Context: an optimization exercise on an open-source flow, tuned for small area, a short achievable clock period and few clock cycles per item. The choices shown serve that exercise and are no tape-out recipe.
In this exercise RTL edits were held to simulation tests only and were not proved equivalent to the original.

Setup of run 1:
==> flow/design.v <==
package ptds_pkg;
  localparam int FREQ_W   = 32;
  localparam int CLOCK_W  = 32;
  localparam int VALUE_W  = 16;
  localparam int STATUS_W = 2;
  localparam logic [CLOCK_W-1:0]  CLOCK_RESET  = 32'd80000000;
  localparam logic [STATUS_W-1:0] STATUS_OK          = 2'd0;
  localparam logic [STATUS_W-1:0] STATUS_ZERO_FREQ   = 2'd1;
  localparam logic [STATUS_W-1:0] STATUS_ABOVE_CLOCK = 2'd2;
endpackage
module ptds_div #(
  parameter int W = 33
) (
  input  logic [W-1:0] a,
  input  logic [W-1:0] b,
  input  logic         cin,
  output logic [W-2:0] diff,
  output logic         fits
);
  localparam int N = W + 1;
  localparam int L = $clog2(N);
  logic [N-1:0] g [0:L];
  logic [N-1:0] p [0:L];
  logic [W-1:0] hp;
  always_comb begin
    hp      = a ^ ~b;
    g[0][0] = cin;
    p[0][0] = 1'b0;
    for (int i = 0; i < W; i++) begin
      g[0][i+1] = a[i] & ~b[i];
      p[0][i+1] = hp[i];
    end
    for (int l = 1; l <= L; l++) begin
      for (int i = 0; i < N; i++) begin
        if (i >= (1 << (l - 1))) begin
          g[l][i] = g[l-1][i] | (p[l-1][i] & g[l-1][i - (1 << (l - 1))]);
          p[l][i] = p[l-1][i] & p[l-1][i - (1 << (l - 1))];
        end else begin
          g[l][i] = g[l-1][i];
          p[l][i] = p[l-1][i];
        end
      end
    end
    for (int i = 0; i < W - 1; i++) begin
      diff[i] = hp[i] ^ g[L][i];
    end
    fits = g[L][W];
  end
endmodule
module pwm_timer_divisor_search (
  input  logic                           clk,
  input  logic                           rst,
  input  logic                           in_valid,
  output logic                           in_stall,
  input  logic [ptds_pkg::FREQ_W-1:0]    target_frequency,
  output logic                           out_valid,
  input  logic                           out_stall,
  output logic [ptds_pkg::VALUE_W-1:0]   prescaler_value,
  output logic [ptds_pkg::VALUE_W-1:0]   period_value,
  output logic [ptds_pkg::STATUS_W-1:0]  status_code,
  input  logic                           cfg_valid,
  output logic                           cfg_ready,
  input  logic [ptds_pkg::CLOCK_W-1:0]   cfg_data
);
  localparam int SKIP_A = 8;
  localparam int SKIP_B = 2;
  logic [31:0] timer_clock;
  logic [4:0]  clk_lz;
  logic        clk_norm;
  logic [31:0] dvs;
  logic [31:0] rem;
  logic [31:0] quo;
  logic [5:0]  cnt;
  logic        busy;
  logic        second;
  logic        q_nz;
  logic [1:0]  status;
  assign in_stall        = busy;
  assign cfg_ready       = 1'b1;
  assign prescaler_value = quo[31:16];
  assign period_value    = quo[15:0];
  assign status_code     = status;
  localparam logic [31:0] CLOCK_RESET_N  = ptds_pkg::CLOCK_RESET << 5;
  localparam logic [4:0]  CLOCK_RESET_LZ = 5'd5;
  always_ff @(posedge clk) begin
    if (rst) begin
      timer_clock <= CLOCK_RESET_N;
      clk_lz      <= CLOCK_RESET_LZ;
      clk_norm    <= 1'b0;
    end else if (cfg_valid) begin
      timer_clock <= cfg_data;
      clk_lz      <= 5'd0;
      clk_norm    <= 1'b1;
    end else if (clk_norm) begin
      if (timer_clock[31] || clk_lz == 5'd31) begin
        clk_norm <= 1'b0;
      end else begin
        timer_clock <= {timer_clock[30:0], 1'b0};
        clk_lz      <= clk_lz + 5'd1;
      end
    end
  end
  logic [32:0] trial;
  logic        load_c;
  logic [31:0] diff;
  logic        fits;
  logic [31:0] dmask;
  logic        skip_a;
  logic        skip_b;
  logic [5:0]  cnt_next;
  logic        cnt_end;
  logic        step;
  logic        last;
  always_comb begin
    trial = {rem, quo[31]};
    dmask = dvs;
    for (int sh = 1; sh < 32; sh = sh * 2) begin
      dmask = dmask | (dmask >> sh);
    end
    skip_a = dmask[SKIP_A] && ((rem & ~(dmask >> (SKIP_A + 1))) == 32'd0)
             && (cnt <= 6'(32 - SKIP_A));
    skip_b = (SKIP_B != 0) && dmask[SKIP_B]
             && ((rem & ~(dmask >> (SKIP_B + 1))) == 32'd0)
             && (cnt <= 6'(32 - SKIP_B));
    cnt_next = skip_a ? cnt + 6'(SKIP_A) : skip_b ? cnt + 6'(SKIP_B) : cnt + 6'd1;
    cnt_end  = skip_a ? (cnt == 6'(32 - SKIP_A)) :
               skip_b ? (cnt == 6'(32 - SKIP_B)) : (cnt == 6'd31);
  end
  ptds_div #(.W(33)) u_sub (
    .a    (trial),
    .b    ({1'b0, dvs}),
    .cin  (1'b1),
    .diff (diff),
    .fits (fits)
  );
  assign step = busy && !cnt[5] && !out_valid;
  assign load_c = (!busy || out_valid) && !(out_valid && out_stall);
  assign last = busy && cnt[5] && !out_valid;
  logic       f_ge_a;
  logic       f_ge_b;
  logic       f_one;
  logic       f_skip_a;
  logic       f_skip_b;
  logic       f_fits;
  always_comb begin
    f_ge_a   = |target_frequency[31:SKIP_A];
    f_ge_b   = |target_frequency[31:SKIP_B];
    f_one    = (target_frequency == 32'd1);
    f_skip_a = f_ge_a && (clk_lz <= 5'(32 - SKIP_A));
    f_skip_b = f_ge_b && (clk_lz <= 5'(32 - SKIP_B));
    f_fits   = f_one && timer_clock[31];
  end
  logic [15:0] qa;
  logic [15:0] qb;
  logic [15:0] mg [0:4];
  logic [15:0] mp [0:4];
  logic        c_lt;
  logic [16:0] u17;
  logic [15:0] a_z;
  logic [15:0] a_o;
  logic [15:0] psc;
  logic [16:0] psc1;
  logic        psc_zero;
  logic [1:0]  st_next;
  always_comb begin
    qa = quo[31:16];
    qb = quo[15:0];
    mg[0] = qa & ~qb;
    mp[0] = ~(qa ^ qb);
    for (int l = 1; l <= 4; l++) begin
      for (int i = 0; i < 16; i++) begin
        if (i >= (1 << (l - 1))) begin
          mg[l][i] = mg[l-1][i] | (mp[l-1][i] & mg[l-1][i - (1 << (l - 1))]);
          mp[l][i] = mp[l-1][i] & mp[l-1][i - (1 << (l - 1))];
        end else begin
          mg[l][i] = mg[l-1][i];
          mp[l][i] = mp[l-1][i];
        end
      end
    end
    c_lt = mg[4][15];
    u17[0] = mp[0][0] ^ ~c_lt;
    for (int i = 1; i < 16; i++) begin
      u17[i] = mp[0][i] ^ (mg[4][i-1] | (mp[4][i-1] & ~c_lt));
    end
    u17[16] = mp[4][15];
    a_z[0] = 1'b1;
    a_o[0] = 1'b1;
    for (int i = 1; i < 16; i++) begin
      a_z[i] = a_z[i-1] & ~qa[i-1];
      a_o[i] = a_o[i-1] & qa[i-1];
    end
    for (int i = 0; i < 16; i++) begin
      psc[i]  = qa[i] ^ (c_lt & a_z[i]);
      psc1[i] = qa[i] ^ (~c_lt & a_o[i]);
    end
    psc1[16] = ~c_lt & (&qa);
    psc_zero = (qa == 16'd0) || (qa == 16'd1 && qb == 16'd0);
    if (dvs == 32'd0)      st_next = ptds_pkg::STATUS_ZERO_FREQ;
    else if (!q_nz)        st_next = ptds_pkg::STATUS_ABOVE_CLOCK;
    else                   st_next = ptds_pkg::STATUS_OK;
  end
  logic done;
  always_comb begin
    done = (step && second && cnt_end)
        || (last && (st_next != ptds_pkg::STATUS_OK || psc_zero));
  end
  always_ff @(posedge clk) begin
    if (rst) begin
      busy      <= 1'b0;
      out_valid <= 1'b0;
    end else begin
      if (out_valid && !out_stall) out_valid <= 1'b0;
      if (!busy) begin
        if (in_valid) busy <= 1'b1;
      end else if (done) begin
        busy      <= 1'b0;
        out_valid <= 1'b1;
      end
    end
  end
  always_ff @(posedge clk) begin
    if (!busy) begin
      dvs    <= target_frequency;
      second <= 1'b0;
      if (f_skip_a) begin
        rem  <= {{(32 - SKIP_A){1'b0}}, timer_clock[31:32-SKIP_A]};
        q_nz <= 1'b0;
        cnt  <= {1'b0, clk_lz} + 6'(SKIP_A);
        if (load_c) quo <= {timer_clock[31-SKIP_A:0], {SKIP_A{1'b0}}};
      end else if (f_skip_b) begin
        rem  <= {{(32 - SKIP_B){1'b0}}, timer_clock[31:32-SKIP_B]};
        q_nz <= 1'b0;
        cnt  <= {1'b0, clk_lz} + 6'(SKIP_B);
        if (load_c) quo <= {timer_clock[31-SKIP_B:0], {SKIP_B{1'b0}}};
      end else begin
        rem  <= {31'd0, timer_clock[31] && !f_one};
        q_nz <= f_fits;
        cnt  <= {1'b0, clk_lz} + 6'd1;
        if (load_c) quo <= {timer_clock[30:0], f_fits};
      end
    end else if (step) begin
      if (skip_a) begin
        rem <= {rem[31-SKIP_A:0], quo[31:32-SKIP_A]};
        quo <= {quo[31-SKIP_A:0], {SKIP_A{second}}};
      end else if (skip_b) begin
        rem <= {rem[31-SKIP_B:0], quo[31:32-SKIP_B]};
        quo <= {quo[31-SKIP_B:0], {SKIP_B{second}}};
      end else begin
        rem <= fits ? diff : trial[31:0];
        quo <= {quo[30:0], fits ^ second};
        q_nz <= q_nz | fits;
      end
      cnt <= cnt_next;
    end else if (last) begin
      status <= st_next;
      second <= 1'b1;
      dvs    <= {15'd0, psc1};
      rem    <= {31'd0, u17[16]};
      cnt    <= 6'd16;
      if (st_next != ptds_pkg::STATUS_OK) begin
        quo <= 32'd0;
      end else if (psc_zero) begin
        quo <= {16'd0, ~u17[15:0]};
      end else begin
        quo <= {u17[15:0], psc};
      end
    end else if (load_c) begin
      quo  <= timer_clock;
      rem  <= 32'd0;
      q_nz <= 1'b0;
      cnt  <= {1'b0, clk_lz};
    end
  end
endmodule
clock: 5.0 ns
lec_check: 0
abc_area: 1
cap_margin: 20
core_margin: 2
core_utilization: 40
setup_slack_margin: 2.5
slew_margin: 20
tns_end_percent: 0
run.sh (not shown) runs the stock make flow with config.mk's settings and CLKGATE_MAP_FILE= SYNTH_SCRIPT=/design/flow/synth_recipe.tcl, a recipe that flattens the netlist after the stock synthesis.
Testbench counts of run 1, summed over its fixed seeds: cycles 19,326, items 1,024.
[inputs] run 2 vs run 1
--- a/flow/design.v
+++ b/flow/design.v
@@ -133,25 +133,11 @@
     .diff (diff),
     .fits (fits)
   );
   assign step = busy && !cnt[5] && !out_valid;
   assign load_c = (!busy || out_valid) && !(out_valid && out_stall);
-  assign last = busy && cnt[5] && !out_valid;
-  logic       f_ge_a;
-  logic       f_ge_b;
-  logic       f_one;
-  logic       f_skip_a;
-  logic       f_skip_b;
-  logic       f_fits;
-  always_comb begin
-    f_ge_a   = |target_frequency[31:SKIP_A];
-    f_ge_b   = |target_frequency[31:SKIP_B];
-    f_one    = (target_frequency == 32'd1);
-    f_skip_a = f_ge_a && (clk_lz <= 5'(32 - SKIP_A));
-    f_skip_b = f_ge_b && (clk_lz <= 5'(32 - SKIP_B));
-    f_fits   = f_one && timer_clock[31];
-  end
+  assign last = busy && cnt[5];
   logic [15:0] qa;
   logic [15:0] qb;
   logic [15:0] mg [0:4];
   logic [15:0] mp [0:4];
   logic        c_lt;
@@ -220,27 +206,15 @@
     end
   end
   always_ff @(posedge clk) begin
     if (!busy) begin
       dvs    <= target_frequency;
+      rem    <= 32'd0;
       second <= 1'b0;
-      if (f_skip_a) begin
-        rem  <= {{(32 - SKIP_A){1'b0}}, timer_clock[31:32-SKIP_A]};
-        q_nz <= 1'b0;
-        cnt  <= {1'b0, clk_lz} + 6'(SKIP_A);
-        if (load_c) quo <= {timer_clock[31-SKIP_A:0], {SKIP_A{1'b0}}};
-      end else if (f_skip_b) begin
-        rem  <= {{(32 - SKIP_B){1'b0}}, timer_clock[31:32-SKIP_B]};
-        q_nz <= 1'b0;
-        cnt  <= {1'b0, clk_lz} + 6'(SKIP_B);
-        if (load_c) quo <= {timer_clock[31-SKIP_B:0], {SKIP_B{1'b0}}};
-      end else begin
-        rem  <= {31'd0, timer_clock[31] && !f_one};
-        q_nz <= f_fits;
-        cnt  <= {1'b0, clk_lz} + 6'd1;
-        if (load_c) quo <= {timer_clock[30:0], f_fits};
-      end
+      q_nz   <= 1'b0;
+      cnt    <= {1'b0, clk_lz};
+      if (load_c) quo <= timer_clock;
     end else if (step) begin
       if (skip_a) begin
         rem <= {rem[31-SKIP_A:0], quo[31:32-SKIP_A]};
         quo <= {quo[31-SKIP_A:0], {SKIP_A{second}}};
       end else if (skip_b) begin
@@ -264,12 +238,10 @@
         quo <= {16'd0, ~u17[15:0]};
       end else begin
         quo <= {u17[15:0], psc};
       end
     end else if (load_c) begin
-      quo  <= timer_clock;
-      rem  <= 32'd0;
-      q_nz <= 1'b0;
-      cnt  <= {1'b0, clk_lz};
+      quo <= timer_clock;
+      cnt <= {1'b0, clk_lz};
     end
   end
 endmodule
Notes after the runs:
Every stage of the flow completed for run 2, and the final layout passed the timing, DRC and antenna checks.
Taking run 1 as the reference, in run 2 post-layout instance area dropped 1800 um^2, final period utilization dropped 3.2 points, core utilization dropped 1.9 points, net count after synthesis barely changed.
Summary of run 2 over run 1: total global routing track utilization moved up; fraction of the mapped netlist area in compound gates down 2.5 points.
Testbench counts of run 2, summed over its fixed seeds: cycles 20,350, items 1,024.

-- afterwards: timing with drivers on the ports --
How much do the figures lean on ideal ports? The routed layouts below were timed once more, with nothing changed but the port constraints.
Step 1: set_driving_cell puts a clkbuf_16 on clk and a buf_2 on each other input, an assumption about the parent block.
Step 2, shift: input delay + t, output delay - t, t = (earliest + latest rising clock arrival at the registers) / 2. This alone moves slack from input paths to output paths.
a / b / c = no drivers / after step 1 / after step 2; a / b = the first two.
run | t, ns | setup slack, ns | clock arrival spread, ns | worst register clock-pin slew, ns | cell pins on the clock port's net
run 1 | 0.506 | 2.144 / 2.120 / 1.703 | 0.020 / 0.020 | 0.08 / 0.08 | 1
run 2 | 0.498 | 2.304 / 2.304 / 2.010 | 0.019 / 0.019 | 0.08 / 0.08 | 1
After both steps setup and hold are still met in every run listed. The setup slack of run 1, which loses most, moves by -0.024 ns with the drivers and by -0.441 ns with both steps.
